This design comes from an exercise in tuning for a short achievable clock period, few clock cycles and low power on the open sky130 flow, not from production work. Function was not checked in any run shown here: the RTL went through the layout flow alone. Power and IR drop assume default switching activity.

File: design/flow/config.mk
export PLATFORM = sky130hd
export DESIGN_NAME = armCore
export DESIGN_NICKNAME = armCore
export VERILOG_FILES = /design/flow/design.v
export SDC_FILE = /design/flow/constraint.sdc
export NUM_CORES = 4
export LEC_CHECK = 0
export ABC_CLOCK_PERIOD_IN_PS = 2500
export CAP_MARGIN = 20
export CORE_MARGIN = 2
export CORE_UTILIZATION = 40
export CTS_BUF_LIST = sky130_fd_sc_hd__clkbuf_16
export CTS_CLUSTER_DIAMETER = 60
export CTS_CLUSTER_SIZE = 30
export SETUP_SLACK_MARGIN = 3.5
export SLEW_MARGIN = 20
export SYNTH_HIERARCHICAL = 1
export SYNTH_MINIMUM_KEEP_SIZE = 0
File: design/flow/run.sh
#!/bin/bash
# synth_recipe.tcl (not shown) runs the flow's synth.tcl, then flattens the netlist and writes it again
# the make line also repeats each setting of config.mk as NAME=value (left out here)
make -C /OpenROAD-flow-scripts/flow DESIGN_CONFIG=/design/flow/config.mk WORK_HOME=/design/flow/orfs CLKGATE_MAP_FILE= SYNTH_SCRIPT=/design/flow/synth_recipe.tcl finish
File: design/flow/design.v
`default_nettype none
package armPkg;
    localparam int wordWidth = 32;
    localparam int regAddrWidth = 4;
    typedef logic [wordWidth-1:0] word_t;        
    typedef logic [regAddrWidth-1:0] regAddr_t;
    typedef logic [3:0] flags_t;                 
    typedef logic [3:0] cond_t;
    typedef logic [2:0] aluOp_t;
    typedef logic [1:0] immSrc_t;
    typedef enum logic [3:0] {
        FETCH,
        DECODE,
        MEMADR,
        MEMRD,
        MEMWB,
        MEMWR,
        EXECUTER,
        EXECUTEI,
        ALUWB,
        BRANCH
    } ctrlState_t;
    localparam regAddr_t pcReg = 4'd15;
    localparam word_t pcStep = 32'd4;
    localparam logic [1:0] opDataProc = 2'b00;
    localparam logic [1:0] opMemory = 2'b01;
    localparam logic [1:0] opBranch = 2'b10;
    localparam logic [3:0] cmdAnd = 4'b0000;
    localparam logic [3:0] cmdEor = 4'b0001;
    localparam logic [3:0] cmdSub = 4'b0010;
    localparam logic [3:0] cmdAdd = 4'b0100;
    localparam logic [3:0] cmdOrr = 4'b1100;
    localparam aluOp_t aluAdd = 3'd0;
    localparam aluOp_t aluSub = 3'd1;
    localparam aluOp_t aluAnd = 3'd2;
    localparam aluOp_t aluOrr = 3'd3;
    localparam aluOp_t aluEor = 3'd4;
    localparam immSrc_t immDp8 = 2'b00;      
    localparam immSrc_t immMem12 = 2'b01;    
    localparam immSrc_t immBranch = 2'b10;   
endpackage
`default_nettype wire
`timescale 1ns/1ps
`default_nettype none
module armCore (
    input logic clk,
    input logic reset,
    output logic [31:0] adr,
    output logic [31:0] writeData,
    input logic [31:0] readData,
    output logic memWrite
);
    logic [10:2] pc;         
    logic [31:0] ir;
    logic [31:0] opA, opB;
    logic exDp;              
    logic exMem;             
    logic exStore;           
    logic exBr;              
    logic exSeq;             
    logic flagN, flagZ, flagC, flagV;
    logic [31:0] regs [0:14];
    function automatic logic condTest(input logic [3:0] c, input logic n, input logic z,
                                      input logic cf, input logic v);
        case (c)
            4'b0000: condTest = z;
            4'b0001: condTest = ~z;
            4'b0010: condTest = cf;
            4'b0011: condTest = ~cf;
            4'b0100: condTest = n;
            4'b0101: condTest = ~n;
            4'b0110: condTest = v;
            4'b0111: condTest = ~v;
            4'b1000: condTest = cf & ~z;
            4'b1001: condTest = ~cf | z;
            4'b1010: condTest = (n == v);
            4'b1011: condTest = (n != v);
            4'b1100: condTest = ~z & (n == v);
            4'b1101: condTest = z | (n != v);
            4'b1110: condTest = 1'b1;
            default: condTest = 1'b0;
        endcase
    endfunction
    logic [3:0] rd;
    logic loadBit;
    assign loadBit = ir[20];
    assign rd = ir[15:12];
    logic exAnd, exEor, exOrr, exAdd, exSub;     
    logic exFlagNZ, exFlagCV;                    
    logic [31:0] aluResult;
    logic [32:0] sum;
    logic newN, newZ, newC, newV, carry31;
    logic zAdd, zSub, zEor, zAnd, zOrr;
    armAdd32 aluAdd (.a(opA), .b(opB), .cin(exSub), .s(sum), .c31(carry31));
    assign aluResult = ({32{exAnd}} & (opA & opB)) | ({32{exEor}} & (opA ^ opB))
                     | ({32{exOrr}} & (opA | opB)) | ({32{exAdd | exSub}} & sum[31:0]);
    assign zAdd = ((opA ^ opB) == {opA[30:0] | opB[30:0], 1'b0});
    assign zSub = &(opA ^ opB);
    assign zEor = ((opA ^ opB) == 32'd0);
    assign zAnd = ((opA & opB) == 32'd0);
    assign zOrr = ((opA | opB) == 32'd0);
    assign newZ = (exAnd & zAnd) | (exEor & zEor) | (exOrr & zOrr) | (exAdd & zAdd)
                | (exSub & zSub);
    assign newN = (exAdd | exSub) ? (opA[31] ^ opB[31] ^ carry31) : aluResult[31];
    assign newC = sum[32];
    assign newV = (opA[31] == opB[31]) & (carry31 != opA[31]);
    logic xN, xZ, xC, xV;    
    assign xN = exFlagNZ ? newN : flagN;
    assign xZ = exFlagNZ ? newZ : flagZ;
    assign xC = exFlagCV ? newC : flagC;
    assign xV = exFlagCV ? newV : flagV;
    logic isLoad, regWrite, pcLoad, exWrite;
    logic [31:0] wbData;
    logic [10:2] fetchAdr;
    assign isLoad = exMem & loadBit;
    assign fetchAdr = exBr ? opA[10:2] : pc;
    assign adr[31:11] = {opA[31:12], exMem & opA[11]};
    assign adr[10:2] = exSeq ? pc : opA[10:2];
    assign adr[1:0] = opA[1:0];
    assign writeData = opB;
    assign memWrite = exStore;
    assign wbData = isLoad ? readData : aluResult;
    assign regWrite = exDp | isLoad;
    assign pcLoad = regWrite & (rd == 4'd15);
    assign exWrite = exDp & (rd != 4'd15);    
    always_ff @(posedge clk) begin
        if (regWrite && rd != 4'd15)
            regs[rd] <= wbData;
    end
    logic [3:0] fRn, fRm, fRd, fRb, fCmd;
    logic fSub;
    logic [1:0] fOp;
    logic fImm, fHazard, fValid;
    logic fDp, fMem, fBr;
    logic [11:2] fR15;
    logic [31:0] fA, fB, fBase, fRegB;
    logic [511:0] regView;    
    always_comb begin
        for (int r = 0; r < 15; r++)
            regView[32 * r +: 32] = regs[r];
        regView[511:480] = {20'd0, fR15, 2'b00};
    end
    armRead16 readA (.d(regView), .s(fRn), .q(fBase));
    armRead16 readB (.d(regView), .s(fRb), .q(fRegB));
    logic [32:0] fAdr;
    assign fOp = readData[27:26];
    assign fRn = readData[19:16];
    assign fRd = readData[15:12];
    assign fRm = readData[3:0];
    assign fCmd = readData[24:21];
    assign fSub = (fOp == 2'b00) & (fCmd == 4'b0010);
    assign fRb = (fOp == 2'b01) ? fRd : fRm;
    assign fImm = (fOp == 2'b00) & readData[25];
    assign fR15 = exBr ? {1'b0, opA[10:2]} + 10'd2 : {1'b0, pc} + 10'd2;
    assign fHazard = (fOp == 2'b01) & exWrite & (rd == fRn);
    assign fValid = ~(exMem | pcLoad | fHazard);
    logic [15:0] fCondTable;
    logic fCond;
    always_comb begin
        for (int k = 0; k < 16; k++)
            fCondTable[k] = condTest(readData[31:28], k[3], k[2], k[1], k[0]);
    end
    armPass passSel (.t(fCondTable), .n(xN), .z(xZ), .c(xC), .v(xV), .p(fCond));
    assign fDp = fValid & (fOp == 2'b00);
    assign fMem = fValid & (fOp == 2'b01);
    assign fBr = fValid & (fOp == 2'b10);
    logic nextDp, nextFlagNZ, nextFlagCV, nextMem, nextStore, nextBr, nextSeq;
    armAnd2 gDp (.a(fCond), .b(fDp), .y(nextDp));
    armAnd2 gFlagNZ (.a(fCond), .b(fDp & readData[20]), .y(nextFlagNZ));
    armAnd2 gFlagCV (.a(fCond), .b(fDp & readData[20] & ((fCmd == 4'b0100) | (fCmd == 4'b0010))),
                     .y(nextFlagCV));
    armAnd2 gMem (.a(fCond), .b(fMem), .y(nextMem));
    armAnd2 gStore (.a(fCond), .b(fMem & ~readData[20]), .y(nextStore));
    armAnd2 gBr (.a(fCond), .b(fBr), .y(nextBr));
    armNand2 gSeq (.a(fCond), .b(fMem | fBr), .y(nextSeq));
    armAdrAdd adrAdd (.base(fBase), .off(readData[11:0]), .s(fAdr[31:0]));
    assign fAdr[32] = 1'b0;
    always_comb begin
        if (exWrite && rd == fRn)
            fA = aluResult;
        else
            fA = fBase;
        if (fImm)
            fB = {24'd0, readData[7:0]};
        else if (exWrite && rd == fRb)
            fB = aluResult;
        else
            fB = fRegB;
    end
    always_ff @(posedge clk) begin
        ir <= readData;
        case (fOp)
            2'b01: opA <= fAdr[31:0];
            2'b10: opA <= {21'd0, fetchAdr + 9'd2 + readData[8:0], 2'b00};   
            default: opA <= fA;
        endcase
        opB <= fSub ? ~fB : fB;
        exAnd <= (fCmd == 4'b0000);
        exEor <= (fCmd == 4'b0001);
        exOrr <= (fCmd == 4'b1100);
        exSub <= (fCmd == 4'b0010);
        exAdd <= (fCmd != 4'b0000) & (fCmd != 4'b0001) & (fCmd != 4'b1100)
               & (fCmd != 4'b0010);
    end
    always_ff @(posedge clk or posedge reset) begin
        if (reset) begin
            pc <= 9'd0;
            exDp <= 1'b0;
            exFlagNZ <= 1'b0;
            exFlagCV <= 1'b0;
            exMem <= 1'b0;
            exStore <= 1'b0;
            exBr <= 1'b0;
            exSeq <= 1'b1;
        end else begin
            if (pcLoad)
                pc <= wbData[10:2];
            else if (!exMem)
                pc <= fHazard ? fetchAdr : fetchAdr + 9'd1;
            exDp <= nextDp;
            exFlagNZ <= nextFlagNZ;
            exFlagCV <= nextFlagCV;
            exMem <= nextMem;
            exStore <= nextStore;
            exBr <= nextBr;
            exSeq <= nextSeq;
        end
    end
    always_ff @(posedge clk or posedge reset) begin
        if (reset) begin
            flagN <= 1'b0;
            flagZ <= 1'b0;
            flagC <= 1'b0;
            flagV <= 1'b0;
        end else begin
            flagN <= xN;
            flagZ <= xZ;
            flagC <= xC;
            flagV <= xV;
        end
    end
endmodule
module armRead16 (
    input logic [511:0] d,
    input logic [3:0] s,
    output logic [31:0] q
);
    assign q = d[32 * s +: 32];
endmodule
module armAdrAdd (
    input logic [31:0] base,
    input logic [11:0] off,
    output logic [31:0] s
);
    logic c12;
    logic [31:12] ones [0:5];    
    armKs #(.N(12)) lo (.a(base[11:0]), .b(off), .cin(1'b0), .s(s[11:0]), .cout(c12), .cmsb());
    assign ones[0][12] = 1'b1;
    assign ones[0][31:13] = base[30:12];
    for (genvar l = 0; l < 5; l++) begin : level
        for (genvar i = 12; i < 32; i++) begin : bit_
            if (i - 12 >= (1 << l)) begin : node
                armAnd2 a (.a(ones[l][i]), .b(ones[l][i - (1 << l)]), .y(ones[l + 1][i]));
            end else begin : pass
                assign ones[l + 1][i] = ones[l][i];
            end
        end
    end
    for (genvar i = 12; i < 32; i++) begin : hi
        logic carry;
        armAnd2 c (.a(c12), .b(ones[5][i]), .y(carry));
        assign s[i] = base[i] ^ carry;
    end
endmodule
module armAdd32 (
    input logic [31:0] a,
    input logic [31:0] b,
    input logic cin,
    output logic [32:0] s,
    output logic c31           
);
    armKs #(.N(32)) add (.a(a), .b(b), .cin(cin), .s(s[31:0]), .cout(s[32]), .cmsb(c31));
endmodule
module armKs #(
    parameter int N = 32
) (
    input logic [N-1:0] a,
    input logic [N-1:0] b,
    input logic cin,
    output logic [N-1:0] s,
    output logic cout,
    output logic cmsb          
);
    localparam int L = $clog2(N);
    logic [N-1:0] p0;
    logic [N-1:0] g [0:L];
    logic [N-1:0] p [0:L];
    assign p0 = a ^ b;
    assign g[0] = (a & b) | {{(N - 1){1'b0}}, p0[0] & cin};
    assign p[0] = p0;
    for (genvar l = 0; l < L; l++) begin : level
        for (genvar i = 0; i < N; i++) begin : bit_
            if (i >= (1 << l)) begin : node
                armPg pg (.gh(g[l][i]), .ph(p[l][i]), .gl(g[l][i - (1 << l)]),
                          .pl(p[l][i - (1 << l)]), .g(g[l + 1][i]), .p(p[l + 1][i]));
            end else begin : pass
                assign g[l + 1][i] = g[l][i];
                assign p[l + 1][i] = p[l][i];
            end
        end
    end
    assign s = p0 ^ {g[L][N-2:0], cin};
    assign cout = g[L][N-1];
    assign cmsb = g[L][N-2];
endmodule
module armPass (
    input logic [15:0] t,
    input logic n,
    input logic z,
    input logic c,
    input logic v,
    output logic p
);
    assign p = t[{n, z, c, v}];
endmodule
module armAnd2 (
    input logic a,
    input logic b,
    output logic y
);
    assign y = a & b;
endmodule
module armNand2 (
    input logic a,
    input logic b,
    output logic y
);
    assign y = ~(a & b);
endmodule
module armPg (
    input logic gh,
    input logic ph,
    input logic gl,
    input logic pl,
    output logic g,
    output logic p
);
    assign g = gh | (ph & gl);
    assign p = ph & pl;
endmodule
`default_nettype wire
File: design/flow/constraint.sdc
create_clock -name core_clock -period 7.5 [get_ports {clk}]
set_input_delay 1.5000 -clock core_clock [delete_from_list [all_inputs] [get_ports {clk}]]
set_output_delay 1.5000 -clock core_clock [all_outputs]
set_load 0.01 [all_outputs]
==> metrics.cfg, run 1 <==
[sta]
period_needed_ns = 4.28
skew_ns = 0.0632
setup_slack_ns = 3.22
hold_slack_ns = 0.577
tns_ns = 0
finalHoldViolations = 0
rsz0062_at_grt = true
setup_viol = 0
fmax_mhz = 233
slew_violations = 0
worst_pin_slew_ns = 1.15
relSlewSlack_pct = 23.5
timing.final.crit_share_pct = 57.1

[clocking]
cts.reportedPaths.clkPinSlew_ns = 0.07
cts-root-buf = clkbuf_16
worstSkewPairLatency_ns = 0.65
postCtsHoldBufs = 0
cts_buffers = 44
cts_max_path_buffers = 3
htreeDepth = 2
tritoncts = yes
clkSinkCount = 574

[cells_and_area]
fin_nets = 2893
layout_common_cells = 480 x edfxtp_1, 256 x mux4_2, 204 x and2_1, 177 x nand2_1, 161 x a21o_1
area_growth_pct = 15.6
final_common_cell = edfxtp_1
final_cells = 3912
drive_gt1_share_pct = 22.9

[power]
p_per_area_nw_per_um2 = 275
power.share.combinational_pct = 36.3
power_uw = 10900
p_sw_share_pct = 38.1
p_leak_uw = 0.0149
pwr-share-seq_pct = 39.2
ir_drop_uv = 146
p_sw_uw = 4140
internal_power_uw = 6730
p_clk_share_pct = 24.5

[detailed_routing]
dr.pass1.iters = 8
wl_um = 121000
vias = 24062
drt-vias-per-instance = 6.15
drtIter0Drc = 2719
postRouteAntennaNets = 0
wl_per_cell_um = 30.9
drc_errors = 0

[placed_design]
dp.cells = 3760
dp_hpwl_um = 79800
pre_cts_ws_ns = 1.78
gp_congestion = 0.968
io_buffers = 98

[floorplan]
num_rows = 107
initial_core_util_pct = 40.3
core_sq_um = 84900
fp.dieH_um = 296
ioPinCount = 99
dieArea_sq_um = 87800
die_w_um = 296

[synthesis]
netlist_instances = 2600
synthesis.area_sq_um = 34200
synth.avg_cell_area_sq_um = 13.1
yosys_warnings = 20

[worst_setup_path]
crit_slowest_cell = mux4_2
crit_family = compound AO/OA/AOI/OAI gates
r2r-start = exBr
rrSetupSlack_ns = 3.22
crit_buf_inv = 2
crit_fanout = 6
path_class = reg2reg
worstPathArrival_ns = 4.82
end_kind = flop
reg2reg_depth = 18
max_stage_delay_ns = 0.52
start_kind = flop
worstPathRequired_ns = 8.03
worstPathCellList = buf_8 -> mux2i_4 -> inv_2 -> nand3_4 -> or3_4 -> xnor2_4 -> mux4_2 -> a22oi_2 -> nand2_2 -> ha_4 -> a21o_1 -> a21o_1 -> a21o_4 -> a21o_4 -> and2_4 -> xor2_4 -> nand3_4 -> o21ai_2
reg2reg_to = opA[25]

[status]
outcome = timing/DRC/antenna clean

[worst_hold_path]
min_to = pc[3]
hold_path_startpoint = pc[3]
hp-class = reg2reg
whs_path_depth = 2

[global_route]
grt_max_degree = 79
overflow = 0
grt_pass1_vias = 24206
grtUsageTotal_pct = 27.2
antenna_found_initial = 2
grt_pass1_wl_um = 171000

[run]
maxCapViolCount = 0

-- final cells by class --
| type | count | area, sq um |
|---|---|---|
| Clock inverter | 38 | 534 |
| Fill cell | 7489 | 45400 |
| Clock buffer | 44 | 1100 |
| Inverter | 87 | 330 |
| Antenna cell | 2 | 5.00 |
| Multi-Input combinational cell | 1820 | 17600 |
| Timing Repair Buffer | 203 | 2060 |
| Sequential cell | 574 | 16400 |
| Tap cell | 1144 | 1430 |
-- power groups by stage --
stage	registers [uW]	clock network (uW)	logic, uW
final	4260	2660	3940
after CTS	4260	2690	3810
after detailed placement	4320	0	3600
after global placement	4320	0	3550
after floorplan	4210	0	2250
after global routing	4280	2800	4170
-- layer usage --
metal | share of wire, % | track usage (%)
met1 | 39 | 36.2
met2 | 49 | 45.9
met3 | 8.1 | 3.73
met4 | 3.8 | 9.16
met5 | 0 | 0
-- stage by stage --
| stage | utilization, % | instance area (sq um) |
|---|---|---|
| global placement | 43.1 | 36600 |
| global route | 46.5 | 39500 |
| detailed placement | 43.1 | 36600 |
| finish | 46.5 | 39500 |
| CTS | 46.1 | 39100 |
| floorplan | - | 34600 |
-- what timing repair did --
item,CTS,global route
gates cloned,13,7
pin swaps,21,11
endpoints found under the setup margin,70,63
resized for setup,106,43
buffers inserted,34,14
-- how the worst max path moves through the flow --
stage / from / cells past startpoint / end
after floorplan: readData[16] / 14 / opA[26]
after global placement: readData[27] / 12 / opB[3]
after detailed placement: readData[16] / 14 / opA[25]
after CTS: exBr / 19 / opA[25]
after global routing: exBr / 19 / opA[25]
final: exBr / 18 / opA[25]
-- flip-flops by register name (all words and copies together) (netlist names), 5 cells and up --
| signal | flops |
|---|---|
| regs | 480 |
| pc | 9 |
| opB | 32 |
| opA | 32 |
| ir | 5 |
-- tightest hold or removal path: cells and delay by family, from the launching register on --
| family | cells | cell delay (ns) |
|---|---|---|
| simple gates | 1 | 0.07 |
| compound gates | 1 | 0.07 |
| flops | 1 | 0.40 |
==> run 2: changes to the inputs <==
--- a/design/flow/config.mk
+++ b/design/flow/config.mk
@@ -14,3 +14,3 @@
 export CTS_CLUSTER_SIZE = 30
-export SETUP_SLACK_MARGIN = 3.5
+export SETUP_SLACK_MARGIN = 4.0
 export SLEW_MARGIN = 20
==> run 2 against run 1 <==
Compared with the run above:
- maximum frequency up 3.9%
- core utilization up 1.7 points
- sequential share of layout area down 1.3 points
- cell area up 3.6%
- synthesized cell count unchanged
==> metrics.cfg, run 2 <==
[sta]
tns_ns = 0  ; unchanged
timing.final.crit_share_pct = 55.0  ; -2.1 points
worst_pin_slew_ns = 1.09  ; -0.0606 ns
fmax_mhz = 243  ; +3.9%
setup_slack_ns = 3.38  ; +0.161 ns
skew_ns = 0.0453  ; -0.0178 ns
hold_slack_ns = 0.560  ; -0.0172 ns
relSlewSlack_pct = 27.5  ; +4.0 points
setup_viol = 0  ; unchanged
rsz0062_at_grt = true
period_needed_ns = 4.12  ; -0.161 ns
slew_violations = 0  ; unchanged
finalHoldViolations = 0  ; unchanged

[cells_and_area]
reg_top3 = regs: 480 flops, opA: 32 flops, opB: 32 flops
finalInstanceArea_sq_um = 40900  ; +3.6%
fill_cells = 7418  ; -0.95%
diodes = 0  ; -2
top_register = regs
drive_gt1_share_pct = 28.7  ; +5.8 points
layout_common_cells = 480 x edfxtp_1, 256 x mux4_2, 200 x and2_1, 170 x nand2_1, 158 x a21o_1
fin_nets = 2954  ; +2.1%
seq_area_sq_um = 16500  ; +0.34%
area_growth_pct = 19.7
multi_input_area_sq_um = 18100  ; +2.6%
final_common_cell = edfxtp_1
largest_register_ffs = 480  ; unchanged

[global_route]
antenna_found_initial = 0  ; -2
overflow = 0  ; unchanged
gr-usage-met3_pct = 5.19  ; +1.5 points
grt_pass1_vias = 24864  ; +2.7%
gr-usage-met1_pct = 37.6  ; +1.4 points
grt.busiest_layer = met2
grtUsageTotal_pct = 28.8  ; +1.6 points
grt_pass1_wl_um = 180000  ; +5.3%
use_met2_pct = 46.8  ; +0.92 points
grt_max_degree = 57  ; -28%

[clocking]
postCtsHoldBufs = 0  ; unchanged
htreeDepth = 2  ; unchanged
tritoncts = yes
clkSinkCount = 574  ; unchanged
cts_buffers = 45  ; +2.3%
cts-root-buf = clkbuf_16
cts_max_path_buffers = 3  ; unchanged
worstSkewPairLatency_ns = 0.64  ; about the same
cts.reportedPaths.clkPinSlew_ns = 0.07  ; about the same

[placed_design]
dp_hpwl_um = 83200  ; +4.3%
gp_congestion = 0.989  ; +2.2%
io_buffers = 98  ; unchanged
placed_area_sq_um = 36600  ; about the same
pre_cts_ws_ns = 1.84  ; +0.0661 ns

[synthesis]
synth.avg_cell_area_sq_um = 13.1  ; unchanged
yosys_warnings = 20  ; unchanged
synthesis.area_sq_um = 34200  ; unchanged
netlist_instances = 2600  ; unchanged

[status]
outcome = timing/DRC/antenna clean

[floorplan]
dieArea_sq_um = 87800  ; unchanged
initial_core_util_pct = 40.3  ; unchanged
fp.dieH_um = 296  ; unchanged
die_w_um = 296  ; unchanged
ioPinCount = 99  ; unchanged
num_rows = 107  ; unchanged
core_sq_um = 84900  ; unchanged

[detailed_routing]
vias = 24776  ; +3.0%
dr.pass1.iters = 6  ; -2
postRouteAntennaNets = 0  ; unchanged
drtIter0Drc = 2990  ; +10%
wl_per_cell_um = 32.3  ; +4.5%
wl_um = 128000  ; +6.1%
drc_errors = 0  ; unchanged
drt-vias-per-instance = 6.24  ; +1.4%

[power]
p_per_area_nw_per_um2 = 278  ; +0.92%
ir_drop_uv = 216  ; +48%
power_uw = 11400  ; +4.6%
p_leak_uw = 0.0155  ; +3.8%

[worst_hold_path]
whs_path_depth = 1  ; -1
min_to = flagV
hold_path_startpoint = flagV
hp-class = reg2reg

[worst_setup_path]
reg2reg_to = opA[30]
crit_fanout = 5  ; -1
end_kind = flop
start_kind = flop
reg2reg_depth = 19  ; +1
worstPathRequired_ns = 7.96  ; -0.07 ns
path_class = reg2reg
rrSetupSlack_ns = 3.38  ; +0.16 ns
r2r-start = exBr
worstPathArrival_ns = 4.59  ; -0.23 ns

[run]
maxCapViolCount = 0  ; unchanged

-- run 2: stage by stage --
| step | cells | utilization [%] |
|---|---|---|
| floorplan | 2648 | - |
| global placement | 3758 | 43.2 |
| detailed placement | 3758 | 43.2 |
| CTS | 3946 | 47.5 |
| global route | 3972 | 48.2 |
| finish | 3972 | 48.2 |
-- run 2: layout make-up --
| cell class | instances | area share (%) |
|---|---|---|
| multi-input combinational | 1818 | 44.2 |
| inverter | 87 | 0.838 |
| tap | 1144 | 3.50 |
| sequential | 574 | 40.2 |
| clock buffer | 46 | 2.81 |
| timing repair buffer | 265 | 7.03 |
| clock inverter | 38 | 1.40 |
-- run 2: worst max-delay path by stage --
| stage | slack, ns | endpoint | cells after the start | start |
|---|---|---|---|---|
| 6_report | 3.38 | opA[30] | 19 | exBr |
| 5_1_grt | 3.26 | opA[14] | 19 | exBr |
| 4_1_cts | 3.36 | opA[21] | 19 | exBr |
| 3_5_place_dp | 1.84 | opB[15] | 10 | readData[27] |
| 3_3_place_gp | 1.87 | opB[15] | 10 | readData[27] |
| 2_1_floorplan | 3.48 | opA[26] | 14 | readData[16] |
-- run 2: metal layers --
layer,part of all wire (%),wire length (um)
met4,5.5,7060
met2,47,61000
met3,9.4,12100
met1,38,48200
met5,0,0
-- run 2: power breakdown --
group	total, uW	internal [uW]	leakage (uW)	switching, uW
Clock	2760	1280	0.000831	1480
Combinational	4310	1650	0.00944	2660
Sequential	4290	4050	0.00523	237
Total	11400	6980	0.0155	4380
-- run 2: critical path, stage by stage (launching register included) --
cell     delay (ns)
dfrtp_2        0.47
mux2i_1        0.14
buf_4          0.15
inv_4          0.06
ha_4           0.13
nand3_4        0.07
or3_4          0.42
xnor2_4        0.19
mux4_2         0.53
a22oi_2        0.15
nand2_2        0.10
ha_4           0.24
and2_1         0.18
and2_4         0.15
a21o_4         0.26
a21o_4         0.26
and2_4         0.18
xor2_1         0.15
nand2_1        0.06
o21ai_1        0.08
-- run 2: timing repair --
action / 4_1_cts / 5_1_grt
pin swaps: 34 / 35
setup endpoints to repair: 419 / 101
gates resized for setup: 225 / 89
cloned: 23 / 3
setup buffers: 81 / 23
==> run 3: changes to the inputs <==
--- a/design/flow/config.mk
+++ b/design/flow/config.mk
@@ -10,3 +10,3 @@
 export CORE_MARGIN = 2
-export CORE_UTILIZATION = 40
+export CORE_UTILIZATION = 60
 export CTS_BUF_LIST = sky130_fd_sc_hd__clkbuf_16
@@ -14,3 +14,4 @@
 export CTS_CLUSTER_SIZE = 30
-export SETUP_SLACK_MARGIN = 4.0
+export PLACE_DENSITY = 0.75
+export SETUP_SLACK_MARGIN = 3.5
 export SLEW_MARGIN = 20
==> run 3 against run 2 <==
Compared with the run above:
- synthesized cell count unchanged
- combinational power down 7.7%
- largest power group is now registers
- power down 5.8%
- cell count down 12%
- hold slack better by 0.017 ns
- clock power down 12%
- via count up 1.6%
- sequential power about the same
- critical path depth down 1
- synthesized area unchanged
- register-to-register slack worse by 0.02 ns
- die area down 33%
==> metrics.cfg, run 3 <==
[cells_and_area]
fin_nets = 2879  ; -2.5%
top_register = regs
reg_top3 = regs: 480 flops, opA: 32 flops, opB: 32 flops
layout_common_cells = 480 x edfxtp_1, 256 x mux4_2, 196 x and2_1, 178 x nand2_1, 161 x a21o_1
largest_register_ffs = 480  ; unchanged
area_growth_pct = 13.4
finalInstanceArea_sq_um = 38800  ; -5.3%
fill_cells = 3972  ; -46%
drive_gt1_share_pct = 22.8  ; -5.9 points
seq_area_sq_um = 16400  ; -0.30%
final_core_util_pct = 68.8  ; +21 points
multi_input_area_sq_um = 17600  ; -2.6%
final_common_cell = edfxtp_1

[sta]
worst_pin_slew_ns = 1.22  ; +0.134 ns
slew_violations = 0  ; unchanged
setup_slack_ns = 3.36  ; -0.0184 ns
finalHoldViolations = 0  ; unchanged
period_needed_ns = 4.14  ; +0.0184 ns
rsz0062_at_grt = true
setup_viol = 0  ; unchanged
relSlewSlack_pct = 18.6  ; -8.9 points
tns_ns = 0  ; unchanged
timing.final.crit_share_pct = 55.2  ; +0.25 points
skew_ns = 0.0605  ; +0.0151 ns
fmax_mhz = 241  ; -0.44%

[worst_setup_path]
worstPathCellList = mux2i_4 -> inv_2 -> ha_4 -> nand3_4 -> or3_4 -> xnor2_4 -> mux4_2 -> a22oi_2 -> nand2_2 -> ha_4 -> a21o_1 -> a21o_1 -> a21o_4 -> a21o_4 -> and2_4 -> xor2_1 -> nand2_1 -> o21ai_1
path_class = reg2reg
crit_buf_inv = 1  ; -1
crit_fanout = 5  ; unchanged
worstPathArrival_ns = 4.61  ; +0.02 ns
max_stage_delay_ns = 0.55  ; +0.02 ns
rrSetupSlack_ns = 3.36  ; -0.02 ns
crit_slowest_cell = mux4_2
start_kind = flop
worstPathRequired_ns = 7.97  ; about the same
crit_family = compound AO/OA/AOI/OAI gates
end_kind = flop

[placed_design]
pre_cts_ws_ns = 1.98  ; +0.136 ns
io_buffers = 98  ; unchanged
dp_hpwl_um = 76800  ; -7.7%
placed_area_sq_um = 36100  ; -1.5%
gp_congestion = 1.00  ; +1.1%

[power]
p_per_area_nw_per_um2 = 276  ; -0.62%
ir_drop_uv = 313  ; +45%
p_leak_uw = 0.0148  ; -4.7%
power_uw = 10700  ; -5.8%

[floorplan]
core_sq_um = 56400  ; -34%
die_w_um = 243  ; -18%
ioPinCount = 99  ; unchanged
dieArea_sq_um = 58900  ; -33%
num_rows = 87  ; -19%
initial_core_util_pct = 60.6  ; +20 points
fp.dieH_um = 243  ; -18%

[detailed_routing]
drc_errors = 0  ; unchanged
drt-vias-per-instance = 7.18  ; +15%
wl_per_cell_um = 33.6  ; +4.0%
wl_um = 118000  ; -8.2%
postRouteAntennaNets = 0  ; unchanged
dr.pass1.iters = 8  ; +2
drtIter0Drc = 3605  ; +21%
vias = 25165  ; +1.6%

[global_route]
grtUsageTotal_pct = 39.5  ; +11 points
antenna_found_initial = 4  ; +4
use_met2_pct = 62.6  ; +16 points
grt_max_degree = 72  ; +26%
grt.busiest_layer = met2
gr-usage-met3_pct = 9.28  ; +4.1 points
grt_pass1_wl_um = 169000  ; -6.3%
overflow = 0  ; unchanged
grt_pass1_vias = 24718  ; -0.59%
gr-usage-met1_pct = 52.3  ; +15 points

[run]
maxCapViolCount = 0  ; unchanged

[clocking]
htreeDepth = 2  ; unchanged
cts.reportedPaths.clkPinSlew_ns = 0.08  ; about the same
postCtsHoldBufs = 0  ; unchanged
worstSkewPairLatency_ns = 0.63  ; about the same
cts-root-buf = clkbuf_16
clkSinkCount = 574  ; unchanged
cts_max_path_buffers = 3  ; unchanged
cts_buffers = 40  ; -11%
tritoncts = yes

[synthesis]
synth.avg_cell_area_sq_um = 13.1  ; unchanged
yosys_warnings = 20  ; unchanged
synthesis.area_sq_um = 34200  ; unchanged
netlist_instances = 2600  ; unchanged

[status]
outcome = timing/DRC/antenna clean

[worst_hold_path]
hp-class = reg2reg

[run 3: routing by layer]
metal | share of wire (%) | wire (um)
met1 | 35 | 41500
met2 | 47 | 55300
met3 | 13 | 15100
met4 | 5.1 | 5960
met5 | 0.015 | 18
[run 3: final timing paths]
check                      startpoint  endpoint  depth (start not counted)
max                              exBr   opA[26]                         18
min                             flagC     flagC                          1
max reg2reg                      exBr   opA[26]                         18
min reg2reg                     flagC     flagC                          1
max in group asynchronous       reset      exBr                          2
min in group asynchronous       reset     pc[7]                          2
[run 3: what timing repair did]
action                                  in CTS  in global routing
pin swaps                                   26                 20
cloned                                      16                  3
gates resized for setup                    102                 45
buffers inserted                            24                 17
endpoints found under the setup margin      83                 65
[run 3: stage by stage]
step,std cells,hold WS [ns]
after floorplan,2648,0.505
after detailed placement,3370,0.556
final,3506,0.577
after global routing,3504,0.592
after CTS,3484,0.587
after global placement,3370,0.551
[run 3: power by group]
part | switching (uW) | internal, uW | total (uW)
combinational | 2510 | 1470 | 3980
clock | 1320 | 1110 | 2430
sequential | 248 | 4040 | 4290
[run 3: area by class of cell]
| cell class | count | share of cell area (%) |
|---|---|---|
| sequential | 574 | 42.3 |
| clock buffer | 41 | 2.65 |
| timing repair buffer | 195 | 5.10 |
| multi-input combinational | 1818 | 45.5 |
| tap | 756 | 2.44 |
| inverter | 87 | 0.842 |
| clock inverter | 33 | 1.18 |
| antenna | 2 | 0.0129 |
[run 3: worst reg2reg max path, stage by stage, from the launching register on]
cell	delay (ns)
dfrtp_2	0.50
mux2i_4	0.23
inv_2	0.10
ha_4	0.15
nand3_4	0.07
or3_4	0.37
xnor2_4	0.21
mux4_2	0.55
a22oi_2	0.16
nand2_2	0.11
ha_4	0.27
a21o_1	0.18
a21o_1	0.17
a21o_4	0.24
a21o_4	0.25
and2_4	0.16
xor2_1	0.15
nand2_1	0.07
o21ai_1	0.09
==> run 4: changes to the inputs <==
--- a/design/flow/design.v
+++ b/design/flow/design.v
@@ -53,2 +53,3 @@
     logic [10:2] pc;         
+    logic [11:2] pcR15;      
     logic [31:0] ir;
@@ -150,7 +151,11 @@
     assign fCmd = readData[24:21];
-    assign fSub = (fOp == 2'b00) & (fCmd == 4'b0010);
-    assign fRb = (fOp == 2'b01) ? fRd : fRm;
-    assign fImm = (fOp == 2'b00) & readData[25];
-    assign fR15 = exBr ? {1'b0, opA[10:2]} + 10'd2 : {1'b0, pc} + 10'd2;
-    assign fHazard = (fOp == 2'b01) & exWrite & (rd == fRn);
+    assign fSub = ~fOp[0] & (fCmd == 4'b0010);
+    assign fRb = fOp[0] ? fRd : fRm;
+    assign fImm = ~fOp[0] & readData[25];
+    assign fR15 = pcR15;
+    logic fReadsR15;
+    assign fReadsR15 = (((fOp == 2'b00) | (fOp == 2'b01)) & (fRn == 4'd15))
+                     | ((((fOp == 2'b00) & ~readData[25]) | ((fOp == 2'b01) & ~readData[20]))
+                        & (fRb == 4'd15));
+    assign fHazard = ((fOp == 2'b01) & exWrite & (rd == fRn)) | (exBr & fReadsR15);
     assign fValid = ~(exMem | pcLoad | fHazard);
@@ -207,2 +212,3 @@
             pc <= 9'd0;
+            pcR15 <= 10'd2;
             exDp <= 1'b0;
@@ -215,6 +221,9 @@
         end else begin
-            if (pcLoad)
+            if (pcLoad) begin
                 pc <= wbData[10:2];
-            else if (!exMem)
+                pcR15 <= {1'b0, wbData[10:2]} + 10'd2;
+            end else if (!exMem) begin
                 pc <= fHazard ? fetchAdr : fetchAdr + 9'd1;
+                pcR15 <= {1'b0, fetchAdr} + (fHazard ? 10'd2 : 10'd3);
+            end
             exDp <= nextDp;
--- a/design/flow/config.mk
+++ b/design/flow/config.mk
@@ -10,3 +10,3 @@
 export CORE_MARGIN = 2
-export CORE_UTILIZATION = 60
+export CORE_UTILIZATION = 40
 export CTS_BUF_LIST = sky130_fd_sc_hd__clkbuf_16
@@ -14,3 +14,2 @@
 export CTS_CLUSTER_SIZE = 30
-export PLACE_DENSITY = 0.75
 export SETUP_SLACK_MARGIN = 3.5
==> run 4 against run 3 <==
Compared with the run above:
- still clean
- setup slack gained 0.13 ns
- sequential share of layout area shrank 0.55 points
- core utilization down 23 points
- clock power rose by 12%
- register-to-register slack better by 0.13 ns
- critical path depth down 9
- non-clock buffer count is 6 lower
- hold slack lost 0.022 ns
- count of clock-buffer cells in the layout increased by 8
- global-route usage is 12 points lower
- critical path type unchanged
- largest cell class unchanged
- highest routed layer unchanged
==> metrics.cfg, run 4 <==
[worst_setup_path]
worstPathRequired_ns = 8.04  ; +0.07 ns
path_class = reg2reg
max_stage_delay_ns = 0.69  ; +0.14 ns
crit_fanout = 7  ; +2
worstPathCellList = ha_1 -> nor4_2 -> nand4_1 -> nor4_1 -> nand4_1 -> nor4bb_1 -> a31oi_1 -> mux2i_2 -> and2_1
end_kind = flop
worstPathArrival_ns = 4.55  ; -0.06 ns
cp_common_cell = nand4_1
crit_slowest_cell = nor4_2
start_kind = flop

[run]
maxCapViolCount = 0  ; unchanged

[placed_design]
io_buffers = 98  ; unchanged
dp_hpwl_um = 85300  ; +11%
pre_cts_ws_ns = 1.84  ; -0.142 ns
dp.cells = 3856  ; +14%
gp_congestion = 0.968  ; -3.2%
placed_area_sq_um = 37400  ; +3.5%

[sta]
setup_viol = 0  ; unchanged
tns_ns = 0  ; unchanged
rsz0062_at_grt = true
timing.final.crit_share_pct = 53.5  ; -1.7 points
slew_violations = 0  ; unchanged
setup_slack_ns = 3.48  ; +0.125 ns
fmax_mhz = 249  ; +3.1%
relSlewSlack_pct = 22.6  ; +4.0 points
period_needed_ns = 4.02  ; -0.125 ns
finalHoldViolations = 0  ; unchanged
skew_ns = 0.0737  ; +0.0133 ns
worst_pin_slew_ns = 1.16  ; -0.0601 ns

[cells_and_area]
reg_top3 = regs: 480 flops, opA: 32 flops, opB: 32 flops
area_growth_pct = 13.9
layout_common_cells = 480 x edfxtp_1, 256 x mux4_2, 215 x and2_1, 168 x nand2_1, 158 x a21o_1
final_cells = 3989  ; +14%
fin_nets = 2959  ; +2.8%
final_common_cell = edfxtp_1
top_register = regs
finalInstanceArea_sq_um = 39800  ; +2.7%
fill_cells = 7704  ; +94%
drive_gt1_share_pct = 21.5  ; -1.3 points
largest_register_ffs = 480  ; unchanged

[clocking]
cts_max_path_buffers = 3  ; unchanged
worstSkewPairLatency_ns = 0.66  ; +0.03 ns
cts_buffers = 49  ; +23%
htreeDepth = 2  ; unchanged
clkSinkCount = 583  ; +1.6%
postCtsHoldBufs = 0  ; unchanged
tritoncts = yes
cts.reportedPaths.clkPinSlew_ns = 0.06  ; -0.02 ns
cts-root-buf = clkbuf_16

[detailed_routing]
dr.pass1.iters = 5  ; -3
wl_um = 125000  ; +6.0%
postRouteAntennaNets = 0  ; unchanged
drt-vias-per-instance = 6.16  ; -14%
drtIter0Drc = 2843  ; -21%
vias = 24560  ; -2.4%
wl_per_cell_um = 31.3  ; -6.8%
drc_errors = 0  ; unchanged

[synthesis]
synthesis.area_sq_um = 35000  ; +2.3%
netlist_instances = 2684  ; +3.2%
synth.avg_cell_area_sq_um = 13.0  ; -0.92%
yosys_warnings = 20  ; unchanged

[floorplan]
ioPinCount = 99  ; unchanged
dieArea_sq_um = 89800  ; +52%
fp.dieH_um = 300  ; +23%
die_w_um = 300  ; +23%
core_sq_um = 86800  ; +54%
num_rows = 108  ; +24%
initial_core_util_pct = 40.3  ; -20 points

[global_route]
grt_max_degree = 64  ; -11%
overflow = 0  ; unchanged
grtUsageTotal_pct = 27.6  ; -12 points
grt_pass1_vias = 25100  ; +1.5%
grt_pass1_wl_um = 178000  ; +5.8%
antenna_found_initial = 3  ; -1

[status]
outcome = timing/DRC/antenna clean

[power]
internal_power_uw = 6910  ; +4.3%
pwr-share-seq_pct = 39.9  ; -0.2 points
p_per_area_nw_per_um2 = 280  ; +1.5%
power.share.combinational_pct = 35.8  ; -1.4 points
p_sw_uw = 4250  ; +4.4%
p_clk_share_pct = 24.3  ; +1.6 points
ir_drop_uv = 167  ; -47%
p_leak_uw = 0.0151  ; +2.0%
p_sw_share_pct = 38.1  ; about the same

[worst_hold_path]
hp-class = reg2reg

[run 4: layer usage]
layer	vias to the layer above	track usage [%]	wire, um
met5	-	0	34
met4	4	10.2	5380
met3	214	4.94	9630
met2	1111	46.2	60500
li1	10533	-	-
met1	12698	35.8	49400
[run 4: repair_timing]
item / 4_1_cts / 5_1_grt
gates resized for setup: 62 / 38
gates cloned: 10 / 3
setup endpoints to repair: 145 / 54
endpoints found under the hold margin: 0 / 0
setup buffers: 16 / 12
pin swaps: 4 / 6
[run 4: worst paths after layout]
check | cells past startpoint | endpoint | from | slack [ns]
min reg2reg | 1 | flagV | flagV | 0.56
max in group asynchronous | 3 | exSeq | reset | 5.89
max reg2reg | 9 | exStore | opA[28] | 3.48
min in group asynchronous | 3 | pcR15[6] | reset | 1.28
max | 9 | exStore | opA[28] | 3.48
min | 1 | flagV | flagV | 0.56
[run 4: area by class of cell]
| cell class | count | area, sq um | share of cell area, % |
|---|---|---|---|
| multi-input cells | 1881 | 17800 | 44.7 |
| flip-flops and latches | 583 | 16600 | 41.8 |
| repair buffers | 189 | 1880 | 4.72 |
| well taps | 1155 | 1450 | 3.63 |
| clock buffers | 49 | 1230 | 3.08 |
| clock inverters | 41 | 485 | 1.22 |
| inverters | 90 | 338 | 0.848 |
| diodes | 1 | 2.50 | 0.00628 |
[run 4: worst max-delay path, delay by kind of cell (launching register included)]
| family | cells | cell delay (ns) |
|---|---|---|
| AO/OA/AOI/OAI | 1 | 0.40 |
| adder cells (fa/ha/maj) | 1 | 0.28 |
| flip-flops | 1 | 0.40 |
| multiplexers | 1 | 0.53 |
| AND/OR/NAND/NOR | 6 | 2.36 |
[run 4: stage by stage]
| stage | total power (uW) | util [%] | hold WS (ns) |
|---|---|---|---|
| detailed placement | 8330 | 43.1 | 0.530 |
| global placement | 8280 | 43.0 | 0.545 |
| floorplan | 6710 | - | 0.494 |
| finish | 11200 | 45.9 | 0.555 |
| CTS | 11100 | 45.6 | 0.543 |
| global route | 11600 | 45.9 | 0.565 |
[run 4: power groups by stage]
stage               sequential, uW  combinational [uW]  clock (uW)
finish                        4450                3990        2710
global route                  4470                4250        2880
CTS                           4440                3900        2760
detailed placement            4510                3820           0
global placement              4500                3780           0
floorplan                     4320                2390           0
==> run 5: changes to the inputs <==
--- a/design/flow/config.mk
+++ b/design/flow/config.mk
@@ -10,3 +10,3 @@
 export CORE_MARGIN = 2
-export CORE_UTILIZATION = 40
+export CORE_UTILIZATION = 60
 export CTS_BUF_LIST = sky130_fd_sc_hd__clkbuf_16
@@ -14,2 +14,3 @@
 export CTS_CLUSTER_SIZE = 30
+export PLACE_DENSITY = 0.75
 export SETUP_SLACK_MARGIN = 3.5
==> run 5 against run 4 <==
Compared with the run above:
- still clean on timing, DRC and antenna
- sequential power about the same
- clock skew about the same
- sequential share of layout area up 0.78 points
- non-clock buffer count down 10
- maximum frequency up 1.4%
- global-route usage up 13 points
- wire length down 3.3%
- cell area down 1.9%
- via count up 4.0%
- critical path type is now in2reg
- critical endpoint is now opB[1]
- largest power group unchanged
==> metrics.cfg, run 5 <==
[floorplan]
num_rows = 88  ; -19%
dieArea_sq_um = 60200  ; -33%
ioPinCount = 99  ; unchanged
core_sq_um = 57700  ; -33%
fp.dieH_um = 245  ; -18%
die_w_um = 245  ; -18%
initial_core_util_pct = 60.6  ; +20 points

[cells_and_area]
final_common_cell = edfxtp_1
top_register = regs
drive_gt1_share_pct = 20.6  ; -0.84 points
area_growth_pct = 11.8
diodes = 0  ; -1
layout_common_cells = 480 x edfxtp_1, 256 x mux4_2, 216 x and2_1, 169 x nand2_1, 160 x a21o_1
fill_cells = 4048  ; -47%
largest_register_ffs = 480  ; unchanged
multi_input_area_sq_um = 17900  ; +0.34%
fin_nets = 2942  ; -0.57%
reg_top3 = regs: 480 flops, opA: 32 flops, opB: 32 flops
seq_area_sq_um = 16600  ; about the same

[synthesis]
netlist_instances = 2684  ; unchanged
yosys_warnings = 20  ; unchanged
synth.avg_cell_area_sq_um = 13.0  ; unchanged
synthesis.area_sq_um = 35000  ; unchanged

[sta]
relSlewSlack_pct = 22.4  ; -0.12 points
period_needed_ns = 3.96  ; -0.0568 ns
fmax_mhz = 253  ; +1.4%
tns_ns = 0  ; unchanged
skew_ns = 0.0737  ; -0.00000530 ns
slew_violations = 0  ; unchanged
hold_slack_ns = 0.551  ; -0.00477 ns
setup_viol = 0  ; unchanged
worst_pin_slew_ns = 1.16  ; +0.00179 ns
timing.final.crit_share_pct = 52.8  ; -0.76 points
finalHoldViolations = 0  ; unchanged
rsz0062_at_grt = true

[power]
pwr-share-seq_pct = 41.1  ; +1.2 points
power_uw = 10800  ; -3.1%
p_sw_uw = 4100  ; -3.5%
p_clk_share_pct = 21.9  ; -2.4 points
ir_drop_uv = 299  ; +79%
internal_power_uw = 6710  ; -2.8%
p_leak_uw = 0.0150  ; -0.54%
power.share.combinational_pct = 36.9  ; +1.1 points
p_per_area_nw_per_um2 = 276  ; -1.3%
p_sw_share_pct = 37.9  ; -0.17 points

[detailed_routing]
dr.pass1.iters = 5  ; unchanged
drt-vias-per-instance = 7.15  ; +16%
postRouteAntennaNets = 0  ; unchanged
drtIter0Drc = 3768  ; +33%
wl_um = 121000  ; -3.3%
wl_per_cell_um = 33.8  ; +8.0%
vias = 25550  ; +4.0%
drc_errors = 0  ; unchanged

[global_route]
grtUsageTotal_pct = 40.1  ; +13 points
grt_pass1_wl_um = 173000  ; -2.9%
grt_pass1_vias = 25478  ; +1.5%
grt_max_degree = 76  ; +19%
antenna_found_initial = 1  ; -2
overflow = 0  ; unchanged

[worst_setup_path]
end_kind = flop
cp_common_cell = buf_4
max_stage_delay_ns = 0.63  ; -0.06 ns
path_class = in2reg
worstPathArrival_ns = 4.45  ; -0.10 ns
worstPathCellList = clkdlybuf4s50_1 -> mux2i_4 -> buf_4 -> inv_1 -> nor2b_4 -> buf_4 -> a22oi_1 -> nand2_1 -> a21oi_2 -> o31ai_2 -> xor2_1
start_kind = input port
crit_slowest_cell = clkdlybuf4s50_1
worstPathRequired_ns = 7.99  ; -0.05 ns
crit_fanout = 29  ; +22

[clocking]
cts.reportedPaths.clkPinSlew_ns = 0.06  ; about the same
clkSinkCount = 583  ; unchanged
postCtsHoldBufs = 0  ; unchanged
cts-root-buf = clkbuf_16
htreeDepth = 2  ; unchanged
cts_max_path_buffers = 3  ; unchanged
worstSkewPairLatency_ns = 0.64  ; -0.02 ns
tritoncts = yes
cts_buffers = 40  ; -18%

[run]
maxCapViolCount = 0  ; unchanged

[status]
outcome = timing/DRC/antenna clean

[placed_design]
gp_congestion = 1.00  ; +3.4%
dp_hpwl_um = 78100  ; -8.5%
io_buffers = 98  ; unchanged

[worst_hold_path]
hp-class = reg2reg

run 5: routing by layer:
| layer | global-route usage [%] | vias to the layer above | wire, um |
|---|---|---|---|
| met5 | 0 | - | 15 |
| met4 | 20.6 | 2 | 6770 |
| met3 | 8.86 | 383 | 14800 |
| met2 | 62.8 | 1920 | 56400 |
| met1 | 53.0 | 12756 | 42900 |
| li1 | - | 10489 | - |
run 5: power by group through the flow:
stage          Clock, uW  Sequential [uW]  Combinational [uW]
4_1_cts             2380             4430                3800
3_3_place_gp           0             4490                3670
5_1_grt             2490             4450                4210
6_report            2370             4450                3990
3_5_place_dp           0             4490                3730
2_1_floorplan          0             4320                2390
run 5: critical path: cells and delay by family:
family / cells / cell delay (ns)
multiplexers: 1 / 0.16
AO/OA/AOI/OAI: 3 / 0.53
AND/OR/NAND/NOR: 2 / 0.54
buffers and inverters: 4 / 1.51
XOR/XNOR: 1 / 0.19
run 5: path summary, 6_finish.rpt:
check / startpoint / endpoint / slack [ns] / cells past startpoint
min: flagV / flagV / 0.55 / 1
max: readData[14] / opB[1] / 3.54 / 11
max in group asynchronous: reset / pcR15[3] / 5.85 / 3
min in group asynchronous: reset / pc[8] / 1.33 / 3
min reg2reg: flagV / flagV / 0.55 / 1
max reg2reg: opA[7] / exDp / 3.62 / 13
run 5: timing repair:
item / CTS / global route
setup buffers: 5 / 11
cloned: 14 / 5
pin swaps: 1 / 6
resized for setup: 51 / 52
endpoints found under the setup margin: 87 / 58
run 5: final cells by class:
| cell class | instances | share of cell area, % |
|---|---|---|
| clock inverters | 31 | 0.912 |
| inverters | 90 | 0.864 |
| multi-input cells | 1883 | 45.7 |
| well taps | 765 | 2.45 |
| repair buffers | 179 | 4.81 |
| clock buffers | 42 | 2.69 |
| flip-flops and latches | 583 | 42.6 |
run 5: metrics by stage:
step	std cells	cell area, sq um	setup WS, ns	utilization (%)
after floorplan	2732	35400	3.48	-
after global placement	3462	36800	2.05	63.9
after detailed placement	3463	36900	2.02	63.9
after CTS	3555	38700	3.44	67.1
after global routing	3573	39100	3.48	67.8
final	3573	39100	3.54	67.8
==> run 6: changes to the inputs <==
--- a/design/flow/config.mk
+++ b/design/flow/config.mk
@@ -7,2 +7,3 @@
 export LEC_CHECK = 0
+export ABC_AREA = 1
 export ABC_CLOCK_PERIOD_IN_PS = 2500
==> run 6 against run 5 <==
Compared with the run above:
- still clean
- wire length up 25%
- synthesized area up 23%
- global-route usage up 0.31 points
- sequential share of layout area down 6.7 points
- maximum frequency up 0.45%
- sequential cell count unchanged
- largest cell class unchanged
- largest power group unchanged
- highest routed layer is now met4
==> metrics.cfg, run 6 <==
[global_route]
grt_max_degree = 158  ; +110%
grt.busiest_layer = met2
gr-usage-met3_pct = 8.45  ; -0.41 points
grtUsageTotal_pct = 40.4  ; +0.31 points
gr-usage-met1_pct = 54.6  ; +1.6 points
grt_pass1_vias = 37932  ; +49%
use_met2_pct = 61.1  ; -1.7 points
overflow = 0  ; unchanged
grt_pass1_wl_um = 227000  ; +31%
antenna_found_initial = 0  ; -1

[placed_design]
placed_area_sq_um = 44100  ; +20%
dp.cells = 7369  ; +110%
gp_congestion = 1.03  ; +2.9%
io_buffers = 98  ; unchanged
dp_hpwl_um = 96600  ; +24%

[floorplan]
fp.dieH_um = 271  ; +11%
ioPinCount = 99  ; unchanged
dieArea_sq_um = 73700  ; +22%
core_sq_um = 71100  ; +23%
die_w_um = 271  ; +11%
num_rows = 98  ; +11%
initial_core_util_pct = 60.4  ; -0.24 points

[cells_and_area]
drive_gt1_share_pct = 4.52  ; -16 points
final_common_cell = nand2_1
reg_top3 = regs: 480 flops, opA: 32 flops, opB: 32 flops
top_register = regs
finalInstanceArea_sq_um = 46400  ; +19%
final_cells = 7476  ; +110%
fill_cells = 6526  ; +61%
fin_nets = 6649  ; +130%
area_growth_pct = 8.02
largest_register_ffs = 480  ; unchanged
diodes = 0  ; unchanged
layout_common_cells = 2,593 x nand2_1, 1,465 x inv_1, 878 x nand3_1, 480 x edfxtp_1, 128 x ha_1

[clocking]
cts.reportedPaths.clkPinSlew_ns = 0.07  ; about the same
worstSkewPairLatency_ns = 0.67  ; +0.03 ns
cts_max_path_buffers = 3  ; unchanged
postCtsHoldBufs = 0  ; unchanged
htreeDepth = 2  ; unchanged
cts-root-buf = clkbuf_16
cts_buffers = 50  ; +25%
clkSinkCount = 583  ; unchanged
tritoncts = yes

[detailed_routing]
dr.pass1.iters = 7  ; +2
vias = 41461  ; +62%
drt-vias-per-instance = 5.55  ; -22%
wl_per_cell_um = 20.3  ; -40%
wl_um = 151000  ; +25%
postRouteAntennaNets = 0  ; unchanged
drtIter0Drc = 6005  ; +59%
drc_errors = 0  ; unchanged

[sta]
relSlewSlack_pct = 24.2  ; +1.8 points
setup_viol = 0  ; unchanged
worst_pin_slew_ns = 1.13  ; -0.0331 ns
slew_violations = 0  ; unchanged
finalHoldViolations = 0  ; unchanged
tns_ns = 0  ; unchanged
period_needed_ns = 3.94  ; -0.0179 ns
rsz0062_at_grt = true
fmax_mhz = 254  ; +0.45%
hold_slack_ns = 0.539  ; -0.0116 ns
skew_ns = 0.0546  ; -0.0192 ns
timing.final.crit_share_pct = 52.5  ; -0.24 points

[power]
ir_drop_uv = 220  ; -26%
power_uw = 11400  ; +5.7%
p_clk_share_pct = 25.1  ; +3.2 points
internal_power_uw = 6690  ; -0.26%
p_sw_share_pct = 41.4  ; +3.5 points
p_per_area_nw_per_um2 = 246  ; -11%
p_leak_uw = 0.0252  ; +68%
p_sw_uw = 4730  ; +15%
power.share.combinational_pct = 36.6  ; -0.3 points
pwr-share-seq_pct = 38.3  ; -2.8 points

[status]
outcome = timing/DRC/antenna clean

[worst_setup_path]
crit_fanout = 34  ; +17%
worstPathArrival_ns = 4.46  ; about the same
start_kind = input port
worstPathRequired_ns = 8.02  ; +0.03 ns
end_kind = flop
path_class = in2reg

[synthesis]
synth.avg_cell_area_sq_um = 6.61  ; -49%
synthesis.area_sq_um = 42900  ; +23%
netlist_instances = 6491  ; +140%
yosys_warnings = 20  ; unchanged

[worst_hold_path]
hp-class = reg2reg

[run]
maxCapViolCount = 0  ; unchanged

==> run 6: power by group through the flow <==
stage	logic (uW)	registers (uW)	clock network (uW)
after CTS	4040	4350	2880
after global routing	4540	4380	2990
after global placement	3960	4420	0
after floorplan	2600	4270	0
after detailed placement	4000	4420	0
final	4180	4370	2870
==> run 6: metal layers <==
metal / up-vias / share of wire [%]
li1: 19698 / -
met1: 18629 / 38
met2: 2659 / 43
met3: 475 / 13
met4: 0 / 5.5
met5: - / 0
==> run 6: metrics by stage <==
| step | util, % | setup slack (ns) |
|---|---|---|
| after global routing | 65.2 | 3.49 |
| final | 65.2 | 3.56 |
| after global placement | 62.1 | 2.15 |
| after CTS | 65.0 | 3.52 |
| after detailed placement | 62.1 | 2.09 |
| after floorplan | - | 3.54 |
==> run 6: path summary, 6_finish.rpt <==
check                            start       end  slack, ns  depth (start not counted)
max                        readData[3]   opB[10]       3.56                         10
min                             pc[10]    pc[10]       0.54                          2
max reg2reg                     opA[0]   exStore       3.87                         19
min reg2reg                     pc[10]    pc[10]       0.54                          2
max in group asynchronous        reset  pcR15[3]       5.92                          3
min in group asynchronous        reset     pc[5]       1.26                          3
==> run 6: critical path: stages <==
cell and delay [ns]:
clkdlybuf4s50_1 0.73, nand2_1 0.12, nand2_2 0.09, buf_4 0.67, xor2_4 0.22, nand3_4 0.47, nand2_1 0.40, nand3_1 0.12
nand2_1 0.07, nand2_1 0.06
==> run 6: what timing repair did <==
item / in CTS / in global routing
gates resized for setup: 32 / 44
buffers inserted: 6 / 2
pin swaps: 2 / 1
setup endpoints to repair: 68 / 56
hold endpoints to repair: 0 / 0
cloned: 4 / 1
==> run 6: cell type report <==
type                    instances  area, sq um  area share, %
multi-input cells            4177        19200           41.3
well taps                     950         1190           2.56
inverters                    1481         5640           12.2
repair buffers                190         1930           4.17
flip-flops and latches        583        16600           35.8
repair inverters                1         11.3         0.0243
clock inverters                43          539           1.16
clock buffers                  51         1280           2.75
==> run 7: changes to the inputs <==
--- a/design/flow/config.mk
+++ b/design/flow/config.mk
@@ -7,3 +7,2 @@
 export LEC_CHECK = 0
-export ABC_AREA = 1
 export ABC_CLOCK_PERIOD_IN_PS = 2500
@@ -12,5 +11,5 @@
 export CORE_UTILIZATION = 60
-export CTS_BUF_LIST = sky130_fd_sc_hd__clkbuf_16
-export CTS_CLUSTER_DIAMETER = 60
-export CTS_CLUSTER_SIZE = 30
+export CTS_BUF_LIST = sky130_fd_sc_hd__clkbuf_8
+export CTS_CLUSTER_DIAMETER = 45
+export CTS_CLUSTER_SIZE = 20
 export PLACE_DENSITY = 0.75
==> run 7 against run 6 <==
Compared with the run above:
- core utilization increased by 2.5 points
- register-to-register slack got worse by 0.30 ns
- clock power decreased by 9.8%
- clock skew increased by 0.022 ns
- sequential cell count unchanged
- sequential share of layout area grew 6.7 points
- sequential power up 2%
- cell count down 52%
- critical path type unchanged
- critical endpoint is now opB[0]
- combinational power shrank 5.5%
- non-clock buffer count decreased by 22
==> metrics.cfg, run 7 <==
[floorplan]
core_sq_um = 57700  ; -19%
fp.dieH_um = 245  ; -9.6%
die_w_um = 245  ; -9.6%
num_rows = 88  ; -10%
initial_core_util_pct = 60.6  ; +0.24 points
ioPinCount = 99  ; unchanged
dieArea_sq_um = 60200  ; -18%

[clocking]
cts-root-buf = clkbuf_8
htreeDepth = 3  ; +1
cts_buffers = 72  ; +44%
clkSinkCount = 583  ; unchanged
tritoncts = yes
cts_max_path_buffers = 3  ; unchanged
postCtsHoldBufs = 0  ; unchanged
worstSkewPairLatency_ns = 0.71  ; +0.04 ns
cts.reportedPaths.clkPinSlew_ns = 0.09  ; +0.02 ns

[detailed_routing]
drc_errors = 0  ; unchanged
postRouteAntennaNets = 0  ; unchanged
wl_um = 119000  ; -22%
wl_per_cell_um = 32.8  ; +62%
drtIter0Drc = 3512  ; -42%
drt-vias-per-instance = 7.02  ; +27%
vias = 25421  ; -39%
dr.pass1.iters = 8  ; +1

[sta]
skew_ns = 0.0769  ; +0.0223 ns
rsz0062_at_grt = true
fmax_mhz = 253  ; -0.19%
relSlewSlack_pct = 20.0  ; -4.2 points
period_needed_ns = 3.95  ; +0.00747 ns
setup_viol = 0  ; unchanged
finalHoldViolations = 0  ; unchanged
timing.final.crit_share_pct = 52.6  ; +0.10 points
worst_pin_slew_ns = 1.20  ; +0.0702 ns
tns_ns = 0  ; unchanged
slew_violations = 0  ; unchanged

[cells_and_area]
layout_common_cells = 480 x edfxtp_1, 256 x mux4_2, 217 x and2_1, 175 x nand2_1, 163 x a21o_1
largest_register_ffs = 480  ; unchanged
drive_gt1_share_pct = 21.1  ; +17 points
top_register = regs
fin_nets = 2960  ; -55%
reg_top3 = regs: 480 flops, opA: 32 flops, opB: 32 flops
final_common_cell = edfxtp_1
area_growth_pct = 11.8

[run]
maxCapViolCount = 0  ; unchanged

[worst_setup_path]
start_kind = input port
path_class = in2reg
end_kind = flop
crit_fanout = 25  ; -26%
worstPathRequired_ns = 8.12  ; +0.10 ns
worstPathArrival_ns = 4.57  ; +0.11 ns

[power]
p_per_area_nw_per_um2 = 281  ; +14%
ir_drop_uv = 239  ; +8.4%
p_leak_uw = 0.0150  ; -40%
power_uw = 11000  ; -3.8%

[placed_design]
dp_hpwl_um = 78100  ; -19%
io_buffers = 98  ; unchanged
gp_congestion = 1.00  ; -2.8%

[global_route]
grt_pass1_vias = 25428  ; -33%
overflow = 0  ; unchanged
grtUsageTotal_pct = 39.3  ; -1.1 points
grt_pass1_wl_um = 170000  ; -25%
grt_max_degree = 76  ; -52%
antenna_found_initial = 2  ; +2

[synthesis]
synthesis.area_sq_um = 35000  ; -19%
netlist_instances = 2684  ; -59%
yosys_warnings = 20  ; unchanged
synth.avg_cell_area_sq_um = 13.0  ; +97%

[status]
outcome = timing/DRC/antenna clean

[worst_hold_path]
hp-class = reg2reg

## run 7: repair_timing
item                                    in CTS  in global routing
resized for setup                           38                 28
pin swaps                                    1                  2
setup buffers                                2                  7
gates cloned                                10                  3
endpoints found under the setup margin      84                 56
## run 7: power breakdown
group / total, uW / leakage (uW) / switching [uW] / internal [uW]
registers: 4440 / 0.00532 / 308 / 4140
logic: 3950 / 0.00886 / 2520 / 1430
clock network: 2590 / 0.000821 / 1410 / 1180
## run 7: final timing paths
check / start / endpoint / slack [ns] / cells after the start
max in group asynchronous: reset / exSeq / 5.93 / 3
max: readData[15] / opB[0] / 3.55 / 11
min reg2reg: flagV / flagV / 0.55 / 1
min in group asynchronous: reset / pcR15[10] / 1.22 / 3
max reg2reg: opA[10] / exDp / 3.57 / 13
min: flagV / flagV / 0.55 / 1
## run 7: final cells by class
| class | count | area, sq um |
|---|---|---|
| fill | 4059 | 18600 |
| multi-input combinational | 1880 | 17700 |
| sequential | 583 | 16600 |
| timing repair buffer | 168 | 1740 |
| clock buffer | 75 | 1030 |
| tap | 765 | 957 |
| clock inverter | 59 | 637 |
| inverter | 90 | 338 |
| antenna | 1 | 2.50 |
## run 7: metrics by stage
stage               cells  worst slack (ns)  hold slack (ns)  util [%]  cell area [sq um]
CTS                  3609              3.50            0.551      67.3              38800
finish               3621              3.55            0.552      67.7              39100
floorplan            2732              3.48            0.494         -              35400
global route         3621              3.40            0.562      67.7              39100
detailed placement   3463              2.02            0.539      63.9              36900
global placement     3462              2.05            0.542      63.9              36800
## run 7: critical path: stages
cell and delay, ns:
clkdlybuf4s50_1 0.69, mux2i_4 0.17, buf_4 0.18, inv_1 0.17
nor2b_4 0.37, buf_4 0.48, a22oi_1 0.17, nand2_1 0.24
a21oi_2 0.06, o31ai_2 0.32, xor2_1 0.17
## run 7: per-layer routing
metal	global-route usage, %	routed length (um)	share of wire, %	vias to the layer above
li1	-	-	-	10545
met1	51.4	42600	36	12699
met2	62.1	55400	47	1807
met3	9.67	14400	12	370
met4	18.9	6380	5.4	0
met5	0	0	0	-

## afterwards: timing with drivers on the ports
No port has a modelled driver above. Below, the same layouts with a new extraction and two added sets of constraints. Step 1 sets driving cells, clkbuf_16 on the clock port and buf_2 on the other inputs (assumed; they add their load-dependent delay and slew). Step 2 also shifts input and output timing later by t, the mid clock arrival at the registers, as if the neighbouring blocks saw the same clock. Slacks: ideal / step 1 / step 2; pairs: ideal / step 1.
run	t, ns	setup slack, ns	hold slack, ns	latest minus earliest clock arrival (ns)	cell pins on the clock port's net
run 1	0.685	3.216 / 3.202 / 2.517	0.577 / 0.577 / 0.577	0.064 / 0.064	1
run 2	0.684	3.377 / 3.259 / 2.575	0.560 / 0.560 / 0.560	0.046 / 0.046	1
run 3	0.663	3.359 / 3.309 / 2.646	0.577 / 0.577 / 0.577	0.061 / 0.061	1
run 4	0.697	3.484 / 3.253 / 2.556	0.555 / 0.555 / 0.555	0.074 / 0.074	1
run 5	0.664	3.541 / 3.189 / 2.525	0.551 / 0.551 / 0.551	0.074 / 0.074	1
run 6	0.711	3.559 / 3.556 / 2.887	0.539 / 0.539 / 0.539	0.054 / 0.054	1
run 7	0.734	3.551 / 3.295 / 2.561	0.552 / 0.552 / 0.552	0.077 / 0.076	1
After both steps every run listed still meets setup and hold. The setup slack of run 5, which loses most, moves by -0.352 ns with the drivers and by -1.016 ns with both steps.
